This design comes from an exercise in tuning for small area, a short achievable clock period and few clock cycles per item on the open sky130 flow, not from production work. The RTL was checked by simulation tests, not by an equivalence proof against the original design. Power and IR drop assume default switching activity.

==> flow/design.v (excerpt) <==
module kyber_noise_acc
(
	input  logic        clk,
	input  logic        rst,
	input  logic        start_i,
	input  logic        noise_empty_i,
	output logic        noise_req_o,
	input  kyber_params_pkg::noise_word_t noise_i,
	input  logic        poly_empty_i,
	output logic        poly_req_o,
	input  kyber_params_pkg::poly_word_t  poly_i,
	output kyber_params_pkg::poly_word_t  sum_o,
	output logic        sum_valid_o,
	output logic        done_o
);
	logic       step;
	logic       last;
	logic       slot_next;
	logic       noise_req_q;  
	logic       poly_req_q;   
	logic       last_q;       
	noise_acc_ctrl_pkg::noise_enc_t samples;
	noise_acc_ctrl_pkg::noise_enc_t stored;
	kyber_params_pkg::poly_word_t   sum_next;
	noise_acc_fsm u_fsm (
		.clk           (clk),
		.rst           (rst),
		.start_i       (start_i),
		.noise_empty_i (noise_empty_i),
		.poly_empty_i  (poly_empty_i),
		.last_i        (last),
		.slot_next_i   (slot_next),
		.noise_req_o   (noise_req_o),
		.poly_req_o    (poly_req_o),
		.step_o        (step)
	);
	word_counter u_counter (
		.clk         (clk),
		.clr_i       (start_i),
		.step_i      (step),
		.last_o      (last),
		.slot_next_o (slot_next)
	);
	always_ff @(posedge clk) begin
		if (rst) begin
			noise_req_q <= 1'b0;
			poly_req_q  <= 1'b0;
		end else begin
			noise_req_q <= noise_req_o;
			poly_req_q  <= poly_req_o;
		end
		last_q <= poly_req_o && last;
	end
	cbd_sampler u_sampler (
		.word_i    (noise_i),
		.samples_o (samples)
	);
	poly_ram u_ram (
		.clk       (clk),
		.shift_i   (noise_req_q || poly_req_q),
		.wr_data_i (samples),
		.rd_data_o (stored)
	);
	mod_q_adder u_adder (
		.a_i   (poly_i),
		.b_i   (stored),
		.sum_o (sum_next)
	);
	always_ff @(posedge clk) begin
		sum_o <= sum_next;
		if (rst) begin
			sum_valid_o <= 1'b0;
			done_o      <= 1'b0;
		end else begin
			sum_valid_o <= poly_req_q;
			done_o      <= !start_i && (done_o || (poly_req_q && last_q));
		end
	end
endmodule
clock: 6.0 ns
lec_check: 0
abc_area: 1
cap_margin: 20
core_margin: 2
core_utilization: 40
cts_buf_list: sky130_fd_sc_hd__clkbuf_8
cts_cluster_diameter: 50
cts_cluster_size: 16
setup_slack_margin: 3.25
slew_margin: 20
run.sh (not shown) runs the stock make flow with config.mk's settings and CLKGATE_MAP_FILE= SYNTH_SCRIPT=/design/flow/synth_recipe.tcl, a recipe that flattens the netlist after the stock synthesis.
The first run ran to the end with no violations.
Testbench counts at the start, summed over its fixed seeds: cycles 16,768, transforms 128.
Next try:
==> flow/flow/run.sh (new file) <==
#!/bin/bash
# Standard layout, with plain buffers (instead of the default delay-cell
# buffers) on the ports.
set -e
export BUFFER_PORTS_ARGS="-buffer_cell sky130_fd_sc_hd__buf_1"
bash standard.sh > standard.log 2>&1
==> flow/standard.sh (new file) <==
#!/bin/bash
# synth_recipe.tcl (not shown) runs the flow's synth.tcl, then flattens the netlist and writes it again
# the make line also repeats each setting of config.mk as NAME=value (left out here)
make -C /OpenROAD-flow-scripts/flow DESIGN_CONFIG=/design/flow/config.mk WORK_HOME=/design/flow/orfs CLKGATE_MAP_FILE= SYNTH_SCRIPT=/design/flow/synth_recipe.tcl "${@:-finish}"
removed: flow/run.sh
=> Global-route usage decreases by 0.52 points; register-to-register slack improves by 0.04 ns; clock power falls by 7.6%; total power shrinks by 3.0%; area after synthesis does not change; first-iteration DRC count goes down by 7.3%; routed wire length decreases by 4.4%.

---

== north ==
Another version of the RTL of kyber_noise_acc (not shown whole).
For scale: about 2000 cells after synthesis, roughly 830 flip-flops, roughly 130 I/O pins, roughly 22000 sq um of cells after synthesis.
==> flow/config.mk <==
export PLATFORM = sky130hd
export DESIGN_NAME = kyber_noise_acc
export DESIGN_NICKNAME = kyber_noise_acc
export VERILOG_FILES = /design/flow/design.v
export SDC_FILE = /design/flow/constraint.sdc
export NUM_CORES = 4
export LEC_CHECK = 0
export ABC_AREA = 1
export CAP_MARGIN = 20
export CORE_MARGIN = 2
export CORE_UTILIZATION = 60
export CTS_BUF_LIST = sky130_fd_sc_hd__clkbuf_8
export CTS_CLUSTER_DIAMETER = 60
export CTS_CLUSTER_SIZE = 20
export SETUP_SLACK_MARGIN = 3.3
export SLEW_MARGIN = 20
==> flow/constraint.sdc <==
create_clock -name core_clock -period 6.0 [get_ports {clk}]
set_input_delay 1.2000 -clock core_clock [delete_from_list [all_inputs] [get_ports {clk}]]
set_output_delay 1.2000 -clock core_clock [all_outputs]
set_load 0.01 [all_outputs]
standard.sh (not shown) runs the stock make flow with config.mk's settings and CLKGATE_MAP_FILE= SYNTH_SCRIPT=/design/flow/synth_recipe.tcl, a recipe that flattens the netlist after the stock synthesis.
==> flow/flow/run.sh <==
#!/bin/bash
# Standard layout, with plain buffers (instead of the default delay-cell
# buffers) on the ports.
set -e
export BUFFER_PORTS_ARGS="-buffer_cell sky130_fd_sc_hd__buf_1"
bash standard.sh > standard.log 2>&1
Per the final summary, north finished and its layout is clean on timing, DRC and antenna.
Testbench counts of north, summed over its fixed seeds: cycles 16,640, transforms 128.
Modified inputs, south compared to north
==> flow/flow/run.sh <==
#!/bin/bash
# Standard layout, with three changes:
# - synthesis maps logic with an area-oriented ABC script (flow/synth.tcl),
# - plain buffers (instead of the default delay-cell buffers) on the ports,
# - a clock tree without dummy balancing loads.
set -e
export FLOW_WORK=$PWD
export FLOW_ABC_SCRIPT=$PWD/flow/abc_area_map.script
export BUFFER_PORTS_ARGS="-buffer_cell sky130_fd_sc_hd__buf_1"
export CTS_ARGS="-sink_clustering_enable -repair_clock_nets -sink_clustering_size 20 -sink_clustering_max_diameter 60 -buf_list sky130_fd_sc_hd__clkbuf_8 -dont_use_dummy_load"
sed "s#SYNTH_SCRIPT=[^ ]*#SYNTH_SCRIPT=$PWD/flow/synth.tcl#" standard.sh > flow_standard.sh
bash flow_standard.sh > standard.log 2>&1
==> flow/flow/abc_area_map.script (new file) <==
strash
dch -f
amap
topo
stime -c
==> flow/flow/synth.tcl (new file) <==
# The standard flow's synthesis (synth_recipe.tcl in the work folder), with the ABC
# mapping script replaced by the area-oriented one in this folder.
proc abc {args} {
  set i [lsearch -exact $args -script]
  if {$i >= 0} { lset args [expr {$i + 1}] $::env(FLOW_ABC_SCRIPT) }
  yosys abc {*}$args
}
source $::env(FLOW_WORK)/synth_recipe.tcl
## What came out
The clock network area share reported for south is smaller than that of north by 0.65 points.
Taking south as 1.0, north lands at 0.818 on mean instance size in the synthesized netlist.
In the metrics for north and south, the one carrying the higher post-route core utilization is south.
The higher clock network fraction of total power came out of north.
Summary: with north as the reference, power consumed by the clock network in south moved down by a little under 10%.
~same flip-flop and latch area in north and south
south -> north: final worst-path cycle share flat
north has higher number of distinct standard cells referenced by the synthesized netlist than south.
Going from north to south, per-cell via count in the routed design now sits higher; required time of the worst setup path closely matched the old numbers.
Inputs modified between south and east:
# south
export LEC_CHECK = 0
export ABC_AREA = 1
export CAP_MARGIN = 20
export CORE_MARGIN = 2
export CORE_UTILIZATION = 60
export CTS_BUF_LIST = sky130_fd_sc_hd__clkbuf_8
export CTS_CLUSTER_DIAMETER = 60
export CTS_CLUSTER_SIZE = 20
export SETUP_SLACK_MARGIN = 3.3
export SLEW_MARGIN = 20
create_clock -name core_clock -period 6.0 [get_ports {clk}]
# east
export LEC_CHECK = 0
export ABC_AREA = 1
export CAP_MARGIN = 20
export CORE_MARGIN = 2
export CORE_UTILIZATION = 60
export CTS_BUF_LIST = sky130_fd_sc_hd__clkbuf_8
export CTS_CLUSTER_DIAMETER = 60
export CTS_CLUSTER_SIZE = 20
export SETUP_SLACK_MARGIN = 3.4
export SLEW_MARGIN = 20
create_clock -name core_clock -period 6.0 [get_ports {clk}]
==> comparison <==
Highest-utilization routing layer at the global route stage = met1: south; highest-utilization routing layer at the global route stage = met2: east
Relative to south, sum of met2 wire segment lengths after detailed routing has gone up in east.
Core util | east vs south | east higher
Of east and south, south shows the lower endpoint arrival time on the critical path, with east above it.
east vs. south: setup slack went down 0.026 ns, clock-pin transition on the worst setup and hold timing paths held, clock network fraction of design power went up 0.2 points.
| final instance area | east vs south | worse |
| post-CTS setup repair buffer count | east vs south | 3 higher |
Going from south to east, total global-route track usage +0.48 points, number of ordinary and repair buffers in the finished layout climbed 3.0%, number of gates given a new drive strength after cts increased 8.

## static timing again, ports no longer ideal
Ports are ideal in the flow. The routed layouts listed here were re-timed in OpenROAD. Step 1 sets driving cells, clkbuf_16 on the clock port and buf_2 on the other inputs (assumed; they add their load-dependent delay and slew). Step 2, shift: input delay + t, output delay - t, t = (earliest + latest rising clock arrival at the registers) / 2. This alone moves slack from input paths to output paths. Slacks: ideal / step 1 / step 2; pairs: ideal / step 1.
run | t, ns | setup WS [ns] | worst setup path at the end
the first run of note 1 | 0.663 | 3.255 / 3.224 / 2.606 | input to register
the second run of note 1 | 0.669 | 3.236 / 3.215 / 2.765 | input to register
north | 0.699 | 3.301 / 3.260 / 2.879 | input to register
south | 0.633 | 3.301 / 3.260 / 2.704 | input to register
east | 0.644 | 3.275 / 3.283 / 2.639 | input to register
After both steps every run listed still meets setup and hold. The setup slack of the first run of note 1, which loses most, moves by -0.031 ns with the drivers and by -0.649 ns with both steps.
